This is an optimization exercise on Yosys and OpenROAD, whose aim is small area, a short achievable clock period and few clock cycles, not a production implementation.
At most, simulation tests tie the RTL to the original design; equivalence was not proved.

==> run E: inputs <==
// k_nearest_point_select
module k_nearest_point_select (
  input  logic        clk,
  input  logic        rst_n,
  input  logic        cfg_wr_en,
  input  logic [1:0]  cfg_index,
  input  logic [23:0] cfg_data,
  input  logic        in_valid,
  output logic        in_ready,
  input  logic [23:0] in_point_x,
  input  logic [23:0] in_point_y,
  input  logic [23:0] in_point_z,
  input  logic        in_set_end,
  output logic        out_valid,
  input  logic        out_ready,
  output logic [4:0]  out_target_index,
  output logic        out_list_end,
  output logic        out_dropped
);
  logic [MT_W-1:0]    maxt_r;
  logic [COORD_W-1:0] ox_r, oy_r, oz_r;
  always_ff @(posedge clk) begin
    if (!rst_n) begin
      maxt_r <= MT_W'(1);
      ox_r   <= '0;
      oy_r   <= '0;
      oz_r   <= '0;
    end else if (cfg_wr_en) begin
      case (cfg_index)
        2'd0:    maxt_r <= cfg_data[MT_W-1:0];
        2'd1:    ox_r   <= cfg_data;
        2'd2:    oy_r   <= cfg_data;
        default: oz_r   <= cfg_data;
      endcase
    end
  end
  logic           in_ready_r;
  logic [J_W-1:0] jcnt_r;       
  logic [4:0]     ph_r;         
  logic           acc;
  assign acc      = in_valid && in_ready_r;
  assign in_ready = in_ready_r;
  logic [J_W-1:0] lim;
  logic [J_W-1:0] m_in;
  ...
Settings: LEC_CHECK=0, ABC_CLOCK_PERIOD_IN_PS=4000, CAP_MARGIN=20, CORE_MARGIN=2, CORE_UTILIZATION=50, SETUP_SLACK_MARGIN=5.0, SLEW_MARGIN=20; clock period 9.0 ns.
run.sh (not shown) runs the stock make flow with config.mk's settings and CLKGATE_MAP_FILE= SYNTH_SCRIPT=/design/flow/synth_recipe.tcl, a recipe that flattens the netlist after the stock synthesis.
==> run D (differences from run E) <==
Settings changed: ABC_CLOCK_PERIOD_IN_PS 4000 to default, SETUP_SLACK_MARGIN 5.0 to 4.0.
==> comparison <==
Of run D and run E, run E has the higher hold slack (gap 0.011 ns).
Global-route usage: run E is higher than run D (0.59 points).
Run D passed the timing, DRC and antenna checks. Run E passed the timing, DRC and antenna checks.
In die area, run E and run D do not differ.
Maximum frequency: run E is higher than run D (5.9%).
In run E the routed wire length is larger than in run D, by about 2.8%.
Of run E and run D, run E has the higher worst setup slack (gap 0.27 ns).
In sequential cell count, run E and run D do not differ.
In run E the register-to-register slack is higher than in run D, by 0.27 ns.
No functional check of the RTL was part of any run of this note.

---

==> exp/garnet <==
Another version of the RTL of k_nearest_point_select (not shown whole).
Settings: LEC_CHECK=0, CAP_MARGIN=20, CORE_MARGIN=2, CORE_UTILIZATION=50, CTS_CLUSTER_DIAMETER=85, CTS_CLUSTER_SIZE=24, SETUP_SLACK_MARGIN=5.0, SLEW_MARGIN=20; clock period 9.0 ns.
==> exp/tundra: changes against exp/garnet <==
--- a/flow/design.v
+++ b/flow/design.v
@@ -5801,27 +5801,41 @@
         qcnt_r[1] <= fits_in ? m_in : lim;
         qovf_r[1] <= ovf_in;
       end else begin
         qcnt_r[0] <= fits_in ? m_in : lim;
         qovf_r[0] <= ovf_in;
       end
     end
   end
+  logic [1:0]     qv_c, qsel_c;    
+  always_comb begin
+    qv_c   = qv_r;
+    qsel_c = qsel_r;
+    if (push) begin
+      if (qv_r[0]) begin
+        qv_c[1]   = 1'b1;
+        qsel_c[1] = !fits_in;
+      end else begin
+        qv_c[0]   = 1'b1;
+        qsel_c[0] = !fits_in;
+      end
+    end
+  end
   logic [J_W-1:0] jcnt_n;
   logic [4:0]     ph_n;
   logic           ok_first;
   always_comb begin
     jcnt_n = jcnt_r;
     ph_n   = acc ? (jcnt_r == '0 ? 5'd0 : ph_r) : ph_r + 5'd1;
     if (acc) begin
       if (in_set_end)       jcnt_n = '0;
       else if (!ovf_in)     jcnt_n = jcnt_r + J_W'(1);
     end
-    ok_first = !qv_n[0] || (!qv_n[1] && (!qsel_n[0] || !busy_n));
+    ok_first = !qv_c[0] || (!qv_c[1] && (!qsel_c[0] || !busy_r));
   end
   always_ff @(posedge clk) begin
     if (!rst_n) begin
       jcnt_r     <= '0;
       qv_r       <= '0;
       ph_r       <= '0;
       in_ready_r <= 1'b1;
     end else begin
CORE_UTILIZATION = 62   (was 50)
==> run notes <==
|  | exp/garnet | exp/tundra |
|---|---|---|
| Outcome | finished clean | finished clean |
| Startpoint of the most critical hold path | j2b[4]$_DFF_P_ | u_dist.ra_r[0]$_DFF_P_ |
| Antenna violations before repair | 4 | 15 |
| Detailed route wirelength on metal2 | 147000 um | 159000 um |
| Minimum hold slack | 0.324 ns | 0.319 ns |
| FF+latch area | 53200 um2 | 53200 um2 |
| Clock period minus final worst setup slack | 4.01 ns | 4.03 ns |
| Post-synthesis sequential area ratio | 0.422 | 0.424 |
| Multiplexer fraction of the synthesized cell area | 0.00155 | 0.00191 |
| Final-layout clock-cell area share | 0.0299 | 0.0304 |
| Upper clock frequency limit | 249 MHz | 248 MHz |
| Number of antenna cells inserted | 4 | 13 |
| Core Area | 249000 um2 | 200000 um2 |
| Layout cells sized above 1 | 0.0451 | 0.0462 |
| Synthesized-area fraction occupied by ao, oa, aoi and oai cells | 0.146 | 0.147 |
| Final worst setup slack | 4.99 ns | 4.97 ns |
Testbench counts of exp/garnet, summed over its fixed seeds: cycles 10,086.
Testbench counts of exp/tundra, summed over its fixed seeds: cycles 10,101.

afterwards: timing with drivers on the ports:
No port has a modelled driver above. Below, the same layouts with a new extraction and two added sets of constraints.
Step 1, drivers: a clkbuf_16 drives clk and a buf_2 each remaining input, both assumed.
Step 2 times the ports against the registers' clock, not the clock port: input delays grow and output delays shrink by t, the midpoint of the rising clock arrivals with the driver on.
a / b / c = ideal ports / drivers / drivers and shift; a / b = the first two.
run | t (ns) | setup WS [ns] | worst setup path at the end | worst slew at a driven data input, ns
run E | 1.006 | 4.384 / 4.384 / 4.151 | input to register | 0.07
run D | 1.009 | 4.112 / 4.112 / 3.266 | input to register | 0.07
exp/garnet | 0.911 | 4.990 / 4.990 / 4.125 | input to register | 0.06
exp/tundra | 0.917 | 4.974 / 4.974 / 4.253 | input to register | 0.06
After both steps every run listed still meets setup and hold. For exp/garnet, which loses most, drivers alone change the setup slack by 0.000 ns; drivers and shift together by -0.865 ns.
